From an optimization exercise on the open Yosys and OpenROAD flow, aimed at small area and a short achievable clock period; shortcuts taken in it are not production practice. In this exercise RTL edits were held to simulation tests only and were not proved equivalent to the original. No activity file was given, so power comes from the tool's default toggle rates.

### design/flow/design.v
module axis_boxcar_fir_mc #(
  parameter int CH        = 2,
  parameter int DW_IN     = 32,
  parameter int DW_OUT    = 32,
  parameter int LEN_L_MAX = 6,
  parameter int DECI_W    = 16,
  localparam int LW       = $clog2(LEN_L_MAX + 1)
) (
  input  logic                   a_clk,
  input  logic                   a_reset,
  input  logic [LW-1:0]          len_l,
  input  logic [DECI_W-1:0]      deci,
  input  logic                   next_dv,
  input  logic [CH*DW_IN-1:0]    S_AXIS_tdata,
  input  logic                   S_AXIS_tvalid,
  output logic [CH*DW_OUT-1:0]   M_AXIS_tdata,
  output logic                   M_AXIS_tvalid,
  input  logic                   M_AXIS_tready,
  output logic                   overrun
);
  localparam int DEPTH = 2 ** LEN_L_MAX;
  localparam int FW    = LEN_L_MAX + 1;
  localparam int SW    = DW_IN + LEN_L_MAX;
  function automatic logic [SW-1:0] sx(input logic [DW_IN-1:0] v);
    sx = {{LEN_L_MAX{v[DW_IN-1]}}, v};
  endfunction
  logic [CH*DW_IN-1:0]       line_r [DEPTH];
  logic [CH*DW_IN-1:0]       xr_r;
  logic                      accr_r;
  logic [FW-1:0]             fill_r;
  logic [DECI_W-1:0]         dcnt_r;
  logic [LW-1:0]             len_q_r;
  logic [DECI_W-1:0]         deci_q_r;
  logic [SW-1:0]             as_r    [CH];
  logic [SW-1:0]             ac_r    [CH];
  logic                      s1_vld_r;
  logic [LW-1:0]             len_c_s;
  logic                      accept_s;
  logic                      restart_s;
  logic [FW-1:0]             winq_s;
  logic                      full_s;
  logic                      step_nr_s;
  logic                      emit_nr_s;
  logic [DECI_W-1:0]         dmaxq_s;
  logic [FW-1:0]             fill_nr_s;
  logic [DECI_W-1:0]         dcnt_nr_s;
  logic                      step_rs_s;
  logic                      emit_rs_s;
  logic [FW-1:0]             fill_n_s;
  logic [DECI_W-1:0]         dcnt_n_s;
  logic                      emit_s;
  logic [SW-1:0]             bias_s;
  logic [CH*DW_IN-1:0]       old_s;
  logic [SW-1:0]             y_s     [CH];
  logic [SW-1:0]             x_s     [CH];
  logic [SW-1:0]             s1_s    [CH];
  logic [SW-1:0]             c1_s    [CH];
  logic [SW-1:0]             c1s_s   [CH];
  logic [SW-1:0]             s2_s    [CH];
  logic [SW-1:0]             c2_s    [CH];
  logic [SW-1:0]             as_n_s  [CH];
  logic [SW-1:0]             ac_n_s  [CH];
  logic [SW-1:0]             tot_s   [CH];
  logic [CH*DW_OUT-1:0]      out_s;
  logic                      load_s;
  always_comb begin
    if (len_l > LW'(LEN_L_MAX)) begin
      len_c_s = LW'(LEN_L_MAX);
    end else begin
      len_c_s = len_l;
    end
    accept_s  = S_AXIS_tvalid & next_dv;
    restart_s = (len_c_s != len_q_r) || (deci != deci_q_r);
    if (len_c_s == '0) begin
      bias_s = '0;
    end else begin
      bias_s = SW'(1) << (len_c_s - LW'(1));
    end
  end
  always_comb begin
    winq_s    = FW'(1) << len_q_r;
    full_s    = (fill_r == winq_s);
    dmaxq_s   = (deci_q_r > DECI_W'(1)) ? (deci_q_r - DECI_W'(1)) : '0;
    step_nr_s = accept_s && (full_s || (fill_r == winq_s - FW'(1)));
    emit_nr_s = step_nr_s && (dcnt_r >= dmaxq_s);
    fill_nr_s = (accept_s && !full_s) ? (fill_r + FW'(1)) : fill_r;
    if (step_nr_s) begin
      dcnt_nr_s = emit_nr_s ? '0 : (dcnt_r + DECI_W'(1));
    end else begin
      dcnt_nr_s = dcnt_r;
    end
    step_rs_s = accept_s && (len_c_s == '0);
    emit_rs_s = step_rs_s && (deci <= DECI_W'(1));
    if (restart_s) begin
      fill_n_s = accept_s ? FW'(1) : FW'(0);
      dcnt_n_s = (step_rs_s && !emit_rs_s) ? DECI_W'(1) : DECI_W'(0);
      emit_s   = emit_rs_s;
    end else begin
      fill_n_s = fill_nr_s;
      dcnt_n_s = dcnt_nr_s;
      emit_s   = emit_nr_s;
    end
  end
  always_comb begin
    if (accr_r) begin
      old_s = (len_q_r == '0) ? xr_r : line_r[DEPTH-2];
    end else begin
      old_s = line_r[DEPTH-1];
    end
  end
  always_comb begin
    for (int c = 0; c < CH; c++) begin
      y_s[c]   = full_s ? ~sx(old_s[c*DW_IN +: DW_IN]) : '0;
      x_s[c]   = sx(S_AXIS_tdata[c*DW_IN +: DW_IN]);
      s1_s[c]  = as_r[c] ^ ac_r[c] ^ y_s[c];
      c1_s[c]  = (as_r[c] & ac_r[c]) | (as_r[c] & y_s[c]) | (ac_r[c] & y_s[c]);
      c1s_s[c] = {c1_s[c][SW-2:0], full_s};
      s2_s[c]  = s1_s[c] ^ c1s_s[c] ^ x_s[c];
      c2_s[c]  = (s1_s[c] & c1s_s[c]) | (s1_s[c] & x_s[c]) | (c1s_s[c] & x_s[c]);
      if (restart_s) begin
        as_n_s[c] = accept_s ? x_s[c] : '0;
        ac_n_s[c] = bias_s;
      end else if (accept_s) begin
        as_n_s[c] = s2_s[c];
        ac_n_s[c] = {c2_s[c][SW-2:0], 1'b0};
      end else begin
        as_n_s[c] = as_r[c];
        ac_n_s[c] = ac_r[c];
      end
    end
  end
  always_comb begin
    for (int c = 0; c < CH; c++) begin
      tot_s[c] = as_r[c] + ac_r[c];
      out_s[c*DW_OUT +: DW_OUT] = DW_OUT'(tot_s[c][len_q_r +: DW_IN]);
    end
    load_s = s1_vld_r && !restart_s;
  end
  always_ff @(posedge a_clk) begin
    xr_r   <= S_AXIS_tdata;
    accr_r <= accept_s;
    if (accr_r) begin
      for (int i = 0; i < DEPTH; i++) begin
        if (i == 0) begin
          line_r[i] <= xr_r;
        end else if (((DEPTH - i) & (DEPTH - i - 1)) == 0) begin
          line_r[i] <= (len_q_r == LW'($clog2(DEPTH - i))) ? xr_r : line_r[i-1];
        end else begin
          line_r[i] <= line_r[i-1];
        end
      end
    end
  end
  always_ff @(posedge a_clk) begin
    if (a_reset) begin
      fill_r        <= '0;
      dcnt_r        <= '0;
      len_q_r       <= '0;
      deci_q_r      <= '0;
      s1_vld_r      <= 1'b0;
      M_AXIS_tdata  <= '0;
      M_AXIS_tvalid <= 1'b0;
      overrun       <= 1'b0;
      for (int c = 0; c < CH; c++) begin
        as_r[c] <= '0;
        ac_r[c] <= '0;
      end
    end else begin
      len_q_r  <= len_c_s;
      deci_q_r <= deci;
      fill_r   <= fill_n_s;
      dcnt_r   <= dcnt_n_s;
      s1_vld_r <= emit_s;
      for (int c = 0; c < CH; c++) begin
        as_r[c] <= as_n_s[c];
        ac_r[c] <= ac_n_s[c];
      end
      if (load_s) begin
        M_AXIS_tdata  <= out_s;
        M_AXIS_tvalid <= 1'b1;
        if (M_AXIS_tvalid && !M_AXIS_tready) begin
          overrun <= 1'b1;
        end
      end else if (M_AXIS_tvalid && M_AXIS_tready) begin
        M_AXIS_tvalid <= 1'b0;
      end
    end
  end
endmodule
### design/flow/run.sh
#!/bin/bash
# synth_recipe.tcl (not shown) runs the flow's synth.tcl, then flattens the netlist and writes it again
# the make line also repeats each setting of config.mk as NAME=value (left out here)
make -C /OpenROAD-flow-scripts/flow DESIGN_CONFIG=/design/flow/config.mk WORK_HOME=/design/flow/orfs CLKGATE_MAP_FILE= SYNTH_SCRIPT=/design/flow/synth_recipe.tcl finish
### design/flow/config.mk
export PLATFORM = sky130hd
export DESIGN_NAME = axis_boxcar_fir_mc
export DESIGN_NICKNAME = axis_boxcar_fir_mc
export VERILOG_FILES = /design/flow/design.v
export SDC_FILE = /design/flow/constraint.sdc
export NUM_CORES = 4
export LEC_CHECK = 0
export CAP_MARGIN = 20
export CORE_MARGIN = 2
export CORE_UTILIZATION = 40
export SETUP_SLACK_MARGIN = 0.3
export SLEW_MARGIN = 20
export SYNTH_MEMORY_MAX_BITS = 8192
### design/flow/constraint.sdc
create_clock -name core_clock -period 8.5 [get_ports {a_clk}]
set_input_delay 1.7000 -clock core_clock [delete_from_list [all_inputs] [get_ports {a_clk}]]
set_output_delay 1.7000 -clock core_clock [all_outputs]
set_load 0.01 [all_outputs]
==> summary.txt <==
[power by group through the flow]
stage | Sequential [W] | Clock, W | Combinational (W)
after detailed placement | 0.0254 | 0 | 0.00122
after global routing | 0.0250 | 0.0203 | 0.00135
final | 0.0249 | 0.0189 | 0.00120
after global placement | 0.0254 | 0 | 0.00117
after CTS | 0.0249 | 0.0195 | 0.00122
after floorplan | 0.0265 | 0 | 0.000536
[placed cells by master (no fill, tap or decap), types with 39 or more instances in the layout]
master / n
buf_4: 55
edfxtp_1: 4032
a31oi_1: 102
nand3_1: 55
clkinv_1: 89
xor2_1: 57
clkbuf_16: 431
clkbuf_1: 93
a22oi_1: 75
bufinv_16: 44
nor3_1: 39
mux2_2: 202
xnor2_1: 55
inv_1: 210
clkinv_2: 75
mux2i_1: 46
fa_1: 150
ha_1: 95
nand2_1: 802
a21oi_1: 161
clkdlybuf4s50_1: 152
dfxtp_1: 385
a21o_1: 41
a211oi_1: 86
o21ai_0: 172
nor2_1: 423
[routing by layer]
metal / track usage, % / up-vias / routed length [um]
met5: 0 / - / 59
met4: 7.091 / 10 / 14390
met3: 2.035 / 559 / 10880
met2: 22.28 / 1404 / 128600
met1: 19.77 / 34340 / 123900
li1: - / 30640 / -
[worst max-delay path: cells and delay by family (launching register included)]
family | cells | cell delay (ns)
AOI/OAI and AO/OA | 5 | 1.33
buffers and inverters | 4 | 1.55
and+or+nand+nor | 6 | 1.56
adders and majority gates | 1 | 0.43
DFF | 1 | 0.40
[state kept, by name, indices dropped and copies added, names as in the netlist]
name,flops
line_r,4096
as_r,76
ac_r,75
M_AXIS_tdata,64
xr_r,64
dcnt_r,16
deci_q_r,16
fill_r,7
len_q_r,3
M_AXIS_tvalid,1
accr_r,1
overrun,1
s1_vld_r,1
[through the flow]
step	utilization (%)	hold slack, ns	power [W]	instances	setup slack [ns]
after floorplan	-	0.4003	0.02703	7867	-21.13
after CTS	45.99	0.3739	0.04566	13640	3.079
after global routing	46.01	0.3818	0.04665	13640	2.734
after detailed placement	42.22	0.4045	0.02659	12840	2.470
after global placement	42.21	0.4006	0.02653	12840	2.574
final	46.01	0.3793	0.04501	13650	3.084
[cells by family after synthesis]
| group | Yosys count | synth area share [%] |
|---|---|---|
| multiplexers | 260 | 1.989 |
| buffers and inverters | 467 | 1.179 |
| AO/OA/AOI/OAI | 836 | 3.658 |
| adder cells (fa/ha/maj) | 245 | 2.780 |
| flip-flops | 4421 | 85.48 |
| XOR/XNOR | 112 | 0.6507 |
| AND/OR/NAND/NOR | 1526 | 4.262 |
[cell type report]
type / count / share of cell area [%]
well taps: 4994 / 3.619
multi-input cells: 2979 / 11.72
inverters: 218 / 0.4775
clock inverters: 259 / 1.630
flip-flops and latches: 4421 / 74.63
diodes: 6 / 0.008695
clock buffers: 541 / 6.580
repair buffers: 228 / 1.327
[final timing paths]
path | startpoint | to | slack [ns] | depth (start not counted)
max | len_q_r[2] | dcnt_r[8] | 3.08 | 16
min | line_r[39][29] | line_r[40][29] | 0.38 | 0
min reg2reg | line_r[39][29] | line_r[40][29] | 0.38 | 0
max reg2reg | len_q_r[2] | dcnt_r[8] | 3.08 | 16
==> summary.txt <==
status timing/DRC/antenna clean; largest net degree at the start of global routing approximately 220; WL per Instance a little over 20 um; ys flop type edfxtp_1; Min-Delay Path Class flop to flop; Clk network pwr share 42.0%; Syn Nets approximately 8000; Logic pwr share 2.7%; Crit-path slowest cell nor2_2; Via density between 4 and 5; CTS Hold Bufs 0; critical path type flop to flop; CTS resizes 0; Unique masters post-synth between 90 and 100; Switch Pwr ~0.009 W; initial core utilization 40.17%; Setup TNS 0 ns; final hold viol count 0; VDD IR max roughly 200 uV; syn avg cell area 19.16 um^2; sequential power share between 50 and 60%; Post-synth EDFFs approximately 4000; nets@finish approximately 8600; Final period util between 60% and 70%; Cell Rows between 200 and 250; die outline width a little over 600 um; Async S/R FF share, synth 0%; Yosys reg bits roughly 4400; first-pass GRT wire length 419.7 mm; worst-path cell chain inv_2 -> buf_4 -> nand2_1 -> nor2_4 -> buf_4 -> inv_2 -> ha_1 -> nor3_1 -> a21oi_1 -> o32ai_1 -> nor2_1 -> a2111oi_2 -> o21ai_1 -> nor2_2 -> nand3_1 -> o21ai_0; clock buffer count from CTS roughly 430; CTS tree yes; Yosys top cell by area edfxtp_1; GRT Util Overall between 10 and 15%; initial drt markers slightly below 7000; Final GP Congestion 0.8957; RSZ-0062 raised after global routing false; most common cell in the synthesized netlist edfxtp_1; Clock Skew slightly above 0.07 ns; Setup-failing EPs final 0; # IOs approximately 150; DRC 0; Synth Cell Area approximately 150000 um^2; register area share after synthesis between 80% and 90%; share of post-route cells with drive strength above 1 between 10% and 20%; Cells after Synth approximately 8000; PD cells around 260 nW/um^2; Synth area leaders edfxtp_1, dfxtp_1, nand2_1, fa_1, mux2_2; # Post-CTS Setup Buffers 0; Fillers ~31000; grt ovf 0; critical path's largest stage delay 0.57 ns; Max Buffers Root-to-Sink 4; vias post-DR 66960; Area Growth Syn to Fin 14.54%; Min Clock Period, post-route between 5 and 6 ns; initial antenna violation count 26; clock-pin slew on the worst setup and hold paths about 0.060 ns; H-Tree Depth 5; YS warnings 14; Finished Cell Area between 150000 and 200000 um^2; Antenna Nets Post-Route 0; IO Port Bufs 153; fmax around 180 MHz; normalized max-slew margin a little over a fifth; Clock Sinks ~4400; area of the multi-input gates ~20000 um^2; most instantiated cells after synthesis edfxtp_1, nand2_1, nor2_1; drt pass-1 iters 5; core area 375300 um^2; worst path arrival time 6.26 ns; register area 128900 um^2; Worst-Skew Late Latency roughly 0.95 ns; total of max-cap violations 0; Leak slightly below 60 nW; placed inst area 158400 um^2; Worst Path Max Fanout 31; DRT Wirelength 277.8 mm; clk root buf clkbuf_16; post-detail-place hpwl 164.3 mm; startpoint types flop; Worst-Margin Slew between 1 and 1.5 ns; max-slew violation count 0; P_int 0.03582 W; Crit path required time 9.35 ns; die height between 600 and 700 um; share of the synthesized area in the top cell type around 80%; switching share of total power 20.43%; vias in the first global route roughly 67000; critical path endpoint category flop; Die ar. roughly 380000 um^2

[separate check: timing with driven ports]
Ports are ideal in the flow. The routed layout listed here was re-timed in OpenROAD.
Step 1 (the two cells are an assumption about what drives the block):
set clk [get_ports {a_clk}]
set_driving_cell -lib_cell sky130_fd_sc_hd__clkbuf_16 $clk
set_driving_cell -lib_cell sky130_fd_sc_hd__buf_2 [delete_from_list [all_inputs] $clk]
Step 2 adds t to the input delays and takes it off the output delays; t is the mean of the earliest and latest rising clock arrival at the registers after step 1. Input paths then give back, and output paths get back, about the clock's delay inside the block.
Three values: ideal, step 1, step 2; two values: the first two.
t, ns: 1.014
slack for setup (ns): 3.084 / 3.084 / 2.424
worst setup path at the end: input to register
After both steps this run still meets setup and hold. For this run, drivers alone change the setup slack by 0.000 ns; drivers and shift together by -0.660 ns.
